Context: an optimization exercise on an open-source flow, tuned for small area and a short achievable clock period. The choices shown serve that exercise and are no tape-out recipe.
Function was checked by simulation only, so behaviour that the tests miss may differ from the original.
Power and IR drop assume default switching activity.

<file path="design.v">
module multiport_register_file #(
  parameter int A_WIDTH  = 4,
  parameter int D_WIDTH  = 32,
  parameter int N_RD     = 2,
  parameter int N_WR     = 2,
  parameter int TRIG_REG = 5,
  parameter int MON_REG  = 10
) (
  input  logic                      CLK,
  input  logic                      RST,
  input  logic                      trigger,
  input  logic [N_WR-1:0]           WE,
  input  logic [N_WR*A_WIDTH-1:0]   WA,
  input  logic [N_WR*D_WIDTH-1:0]   WD,
  input  logic [N_RD*A_WIDTH-1:0]   RA,
  output logic [N_RD*D_WIDTH-1:0]   RD,
  output logic [N_RD-1:0]           RBUSY,
  input  logic                      ALLOC,
  input  logic [A_WIDTH-1:0]        ALLOC_A,
  output logic [D_WIDTH-1:0]        a0
);
  localparam int DEPTH = 2 ** A_WIDTH;
  logic [D_WIDTH-1:0] regs     [DEPTH];
  logic [D_WIDTH-1:0] nxt      [DEPTH];
  logic [DEPTH-1:0]   busy;
  logic [DEPTH-1:0]   busy_nxt;
  logic [DEPTH-1:0]   wr_hit;
  always_comb begin
    for (int r = 0; r < DEPTH; r++) begin
      nxt[r]      = regs[r];
      wr_hit[r]   = 1'b0;
      busy_nxt[r] = busy[r];
      for (int p = 0; p < N_WR; p++) begin
        if (WE[p] && (WA[p*A_WIDTH +: A_WIDTH] == A_WIDTH'(r))) begin
          nxt[r]      = WD[p*D_WIDTH +: D_WIDTH];
          wr_hit[r]   = 1'b1;
          busy_nxt[r] = 1'b0;
        end
      end
      if (trigger && (r == TRIG_REG)) nxt[r] = D_WIDTH'(1);
      if (ALLOC && (ALLOC_A == A_WIDTH'(r))) busy_nxt[r] = 1'b1;
      if (r == 0) begin
        nxt[r]      = '0;
        wr_hit[r]   = 1'b0;
        busy_nxt[r] = 1'b0;
      end
    end
  end
  always_ff @(posedge CLK or posedge RST) begin
    if (RST) begin
      for (int r = 0; r < DEPTH; r++) regs[r] <= '0;
      busy <= '0;
    end else begin
      for (int r = 0; r < DEPTH; r++) regs[r] <= nxt[r];
      busy <= busy_nxt;
    end
  end
  always_comb begin
    RD    = '0;
    RBUSY = '0;
    a0    = '0;
    if (!RST) begin
      for (int i = 0; i < N_RD; i++) begin
        RD[i*D_WIDTH +: D_WIDTH] = nxt[RA[i*A_WIDTH +: A_WIDTH]];
        RBUSY[i] = busy[RA[i*A_WIDTH +: A_WIDTH]] & ~wr_hit[RA[i*A_WIDTH +: A_WIDTH]];
      end
      a0 = nxt[MON_REG];
    end
  end
endmodule
</file>
<file path="run.sh">
#!/bin/bash
# synth_recipe.tcl (not shown) runs the flow's synth.tcl, then flattens the netlist and writes it again
# the make line also repeats each setting of config.mk as NAME=value (left out here)
make -C /OpenROAD-flow-scripts/flow DESIGN_CONFIG=/design/flow/config.mk WORK_HOME=/design/flow/orfs CLKGATE_MAP_FILE= SYNTH_SCRIPT=/design/flow/synth_recipe.tcl finish
</file>
<file path="config.mk">
export PLATFORM = sky130hd
export DESIGN_NAME = multiport_register_file
export DESIGN_NICKNAME = multiport_register_file
export VERILOG_FILES = /design/flow/design.v
export SDC_FILE = /design/flow/constraint.sdc
export NUM_CORES = 4
export LEC_CHECK = 0
export CAP_MARGIN = 20
export CORE_MARGIN = 2
export CORE_UTILIZATION = 30
export PLACE_DENSITY = 0.35
export SLEW_MARGIN = 20
</file>
<file path="constraint.sdc">
create_clock -name core_clock -period 7.5 [get_ports {CLK}]
set_input_delay 1.5000 -clock core_clock [delete_from_list [all_inputs] [get_ports {CLK}]]
set_output_delay 1.5000 -clock core_clock [all_outputs]
set_load 0.01 [all_outputs]
</file>
==> metrics.md <==
| Metric | Value |
|---|---|
| Fraction of registers with async set or reset after synthesis | 100% |
| Maximum VDD drop | 0.000132 V |
| Die X | 338 um |
| TritonCTS buffer count | 69 |
| Pin count of the biggest net entering global routing | 92 |
| #FFs+latches synth | 495 |
| Max-slew headroom | 17.1% |
| Startpoint types | input pin |
| Initial antenna violation count | 26 |
| WL/cell | 46.6 um |
| Clock root cell | clkbuf_16 |
| FF/Latch Area | 12400 sq um |
| Unique cell type count in the Yosys netlist | 88 |
| Aggregate global routing overflow | 0 |
| Share of layout cells above drive strength 1 | 12.5% |
| WL final | 264000 um |
| Setup TNS | 0 ns |
| Initial drt markers | 7407 |
| Crit share post-route | 96.8% |
| Main synth FF type | dfrtp_1 |
| Worst-path maximum fanout | 14 |
| Fin. Hold Viols | 0 |
| Worst reg2reg setup slack | 6.13 ns |
| RSZ-0062 raised after global routing | false |
| Critical path type | input pin to output pin |
| Cell count after synthesis | 4082 |
| Yosys warns | 3 |
| Pre-CTS WS | 0.514 ns |
| Initial core utilization | 30.2% |
| Die H | 338 um |
| Reg2Reg Depth | 3 |
| CTS tree | yes |
| GPL Wtd Cong | 0.998 |
| Clock sinks | 495 |
| Vias/cell | 7.37 |
| Met1 GRT Util | 57.8% |
| Post-cts sizing count | 0 |
| HPWL after detailed placement | 168000 um |
| Slack of the critical path | 0.240 ns |
| WP data arrival | 5.76 ns |
| Core ar. | 111000 sq um |
| Worst EP required | 6.00 ns |
| DR DRC count | 0 |
| Tot GR Track Use | 45.1% |
| Vias in the first global route | 39600 |
| CTS clk-pin slew, worst paths | 0.05 ns |
| Fillers | 11400 |
| Worst skew pair latency | 0.65 ns |
| Area Overhead vs Synth | 19.9% |
| Fmax | 138 MHz |
| Utilization after layout | 36.2% |
| DP Area | 37800 sq um |
| Final Max Tran Viols | 0 |
| Leak | 14.5 nW |
| Pwr dens | 244 nW/um^2 |
| Skew final | 0 ns |
| Met2 Track Usage GR | 63.1% |
| WHS Path Cells | 1 |
| Design area | 40000 sq um |
| Row count | 122 |
| PortBufs | 187 |
| First-pass GRT wire length | 352000 um |
| Setup violators final | 0 |
| CTS Hold Bufs | 0 |
| Met3 track demand over resource | 15.6% |
| Max-Cap Viols | 0 |
| GR peak layer | met2 |
| Post-Synthesis Mean Instance Area | 8.18 sq um |
| Postcts setup bufs | 0 |
| Area occupied by multi-input gates | 18700 sq um |
| Minimum clock period | 7.26 ns |
| Worst-case clock buffer depth | 3 |
| I/O Pins | 188 |
| WHS | 0.541 ns |
| H-tree levels | 3 |
| Post-synth EDFFs | 0 |
| Post-synthesis sequential area ratio | 37.1% |
| Status | finished clean |
| Crit. End Element | output pin |
| Cell Area, Synth | 33400 sq um |
| ANT nets after route | 0 |
| Mapped Nets | 4172 |
| Detailed-route via count | 41700 |
| Die ar. | 114000 sq um |
| Drt pass-1 iters | 7 |
| Final Net Count | 4194 |
| Worst-margin pin slew | 1.24 ns |
| Worst min path class | flop to flop |
==> through the flow <==
step,power [W],instances
after floorplan,0.00504,4082
after global placement,0.00623,5521
after detailed placement,0.00625,5521
after CTS,0.00965,5637
after global routing,0.0100,5641
final,0.00977,5659
==> logic make-up (layout without fill, tap and decap cells) <==
| family | Yosys count | in the layout | synth area share (%) |
|---|---|---|---|
| muxes | 19 | 19 | 0.607 |
| other | 0 | 22 | 0 |
| DFF | 495 | 495 | 37.1 |
| AOI/OAI and AO/OA | 1639 | 1639 | 33.9 |
| and+or+nand+nor | 1333 | 1333 | 20.7 |
| buffers and inverters | 596 | 663 | 7.67 |
==> sequential cells by signal, indices dropped and copies added, names as in the netlist <==
signal  flops
busy       15
regs      480
==> worst max-delay path, cell delays in order <==
cell	delay (ns)
clkdlybuf4s50_1	0.57
buf_4	0.27
nand2b_2	0.34
nor2_1	1.00
buf_4	0.33
a221oi_2	0.06
o32ai_1	0.49
a221o_1	0.19
o31a_1	0.37
clkdlybuf4s50_1	0.63
==> Yosys cell counts (38+ instances only) <==
library cell	number	area share (%)
a21oi_1	90	1.3
a221o_1	54	1.6
a221oi_1	122	3.2
a22o_1	59	1.5
a22oi_1	145	3.3
a31oi_1	332	6.2
and2_1	85	1.6
buf_1	44	0.49
buf_2	149	2.2
clkbuf_1	311	3.5
dfrtp_1	495	37
inv_1	62	0.70
nand2_1	293	3.3
nand3_1	199	3.0
nand4_1	38	0.71
nor2_1	204	2.3
nor3_1	299	4.5
o211ai_1	43	0.97
o21ai_0	408	6.1
o31ai_1	67	1.5
==> placed cells by master (no fill, tap or decap), drive strengths merged, types with 86 or more instances in the layout <==
cell / netlist / layout
nand3: 200 / 200
buf: 221 / 306
a221oi: 125 / 125
clkdlybuf4s50: 0 / 178
and2: 86 / 86
clkbuf: 312 / 104
nor3: 299 / 299
a21oi: 90 / 90
a31oi: 332 / 332
nor2: 205 / 205
dfrtp: 495 / 495
nand2: 304 / 304
o21ai: 421 / 421
a22oi: 145 / 145
==> area by class of cell <==
type	instances	area share, %
sequential	495	30.9
clock buffer	104	5.07
antenna	22	0.138
multi-input combinational	2991	46.8
tap	1488	4.65
inverter	63	0.610
timing repair buffer	484	11.4
clock inverter	12	0.353
==> metal layers <==
metal  share of wire [%]  routed length [um]
met5               0.024                  64
met4                 7.8               20600
met3                  13               33500
met2                  41              107000
met1                  39              102000
==> power by group <==
part           switching [W]  total, W  internal, W  leakage, nW
logic                0.00199   0.00291     0.000924         7.49
clock network        0.00145   0.00341      0.00196         1.07
registers           0.000160   0.00345      0.00329         5.93
==> final timing paths <==
kind,startpoint,end
worst max-delay path,WA[5],RD[11]
worst min-delay path,busy[11]$_DFFE_PP0P_,busy[11]$_DFFE_PP0P_
worst max register to register,regs[10][2]$_DFF_PP0_,regs[10][2]$_DFF_PP0_
worst min register to register,busy[11]$_DFFE_PP0P_,busy[11]$_DFFE_PP0P_
max in group asynchronous,RST,regs[6][27]$_DFF_PP0_
min in group asynchronous,RST,busy[14]$_DFFE_PP0P_

==> static timing again, ports no longer ideal <==
The flow's constraints put no driver on any port. The routed layout listed below was extracted and timed again, unchanged, in two steps.
Step 1 assumes that a clkbuf_16 drives the clock port and a buf_2 every other input.
Step 2, shift: input delay + t, output delay - t, t = (earliest + latest rising clock arrival at the registers) / 2. This alone moves slack from input paths to output paths.
Slacks: no drivers / after step 1 / after step 2; pairs: no drivers / after step 1.
shift t [ns]: 0.738
setup slack, ns: 0.240 / 0.185 / 0.185
worst hold slack (ns): 0.541 / 0.541 / 0.541
worst setup path at the end: input to output
clock arrival spread, ns: 0.027 / 0.026
After both steps this run still meets setup and hold. The setup slack of this run moves by -0.055 ns with the drivers and by -0.055 ns with both steps.
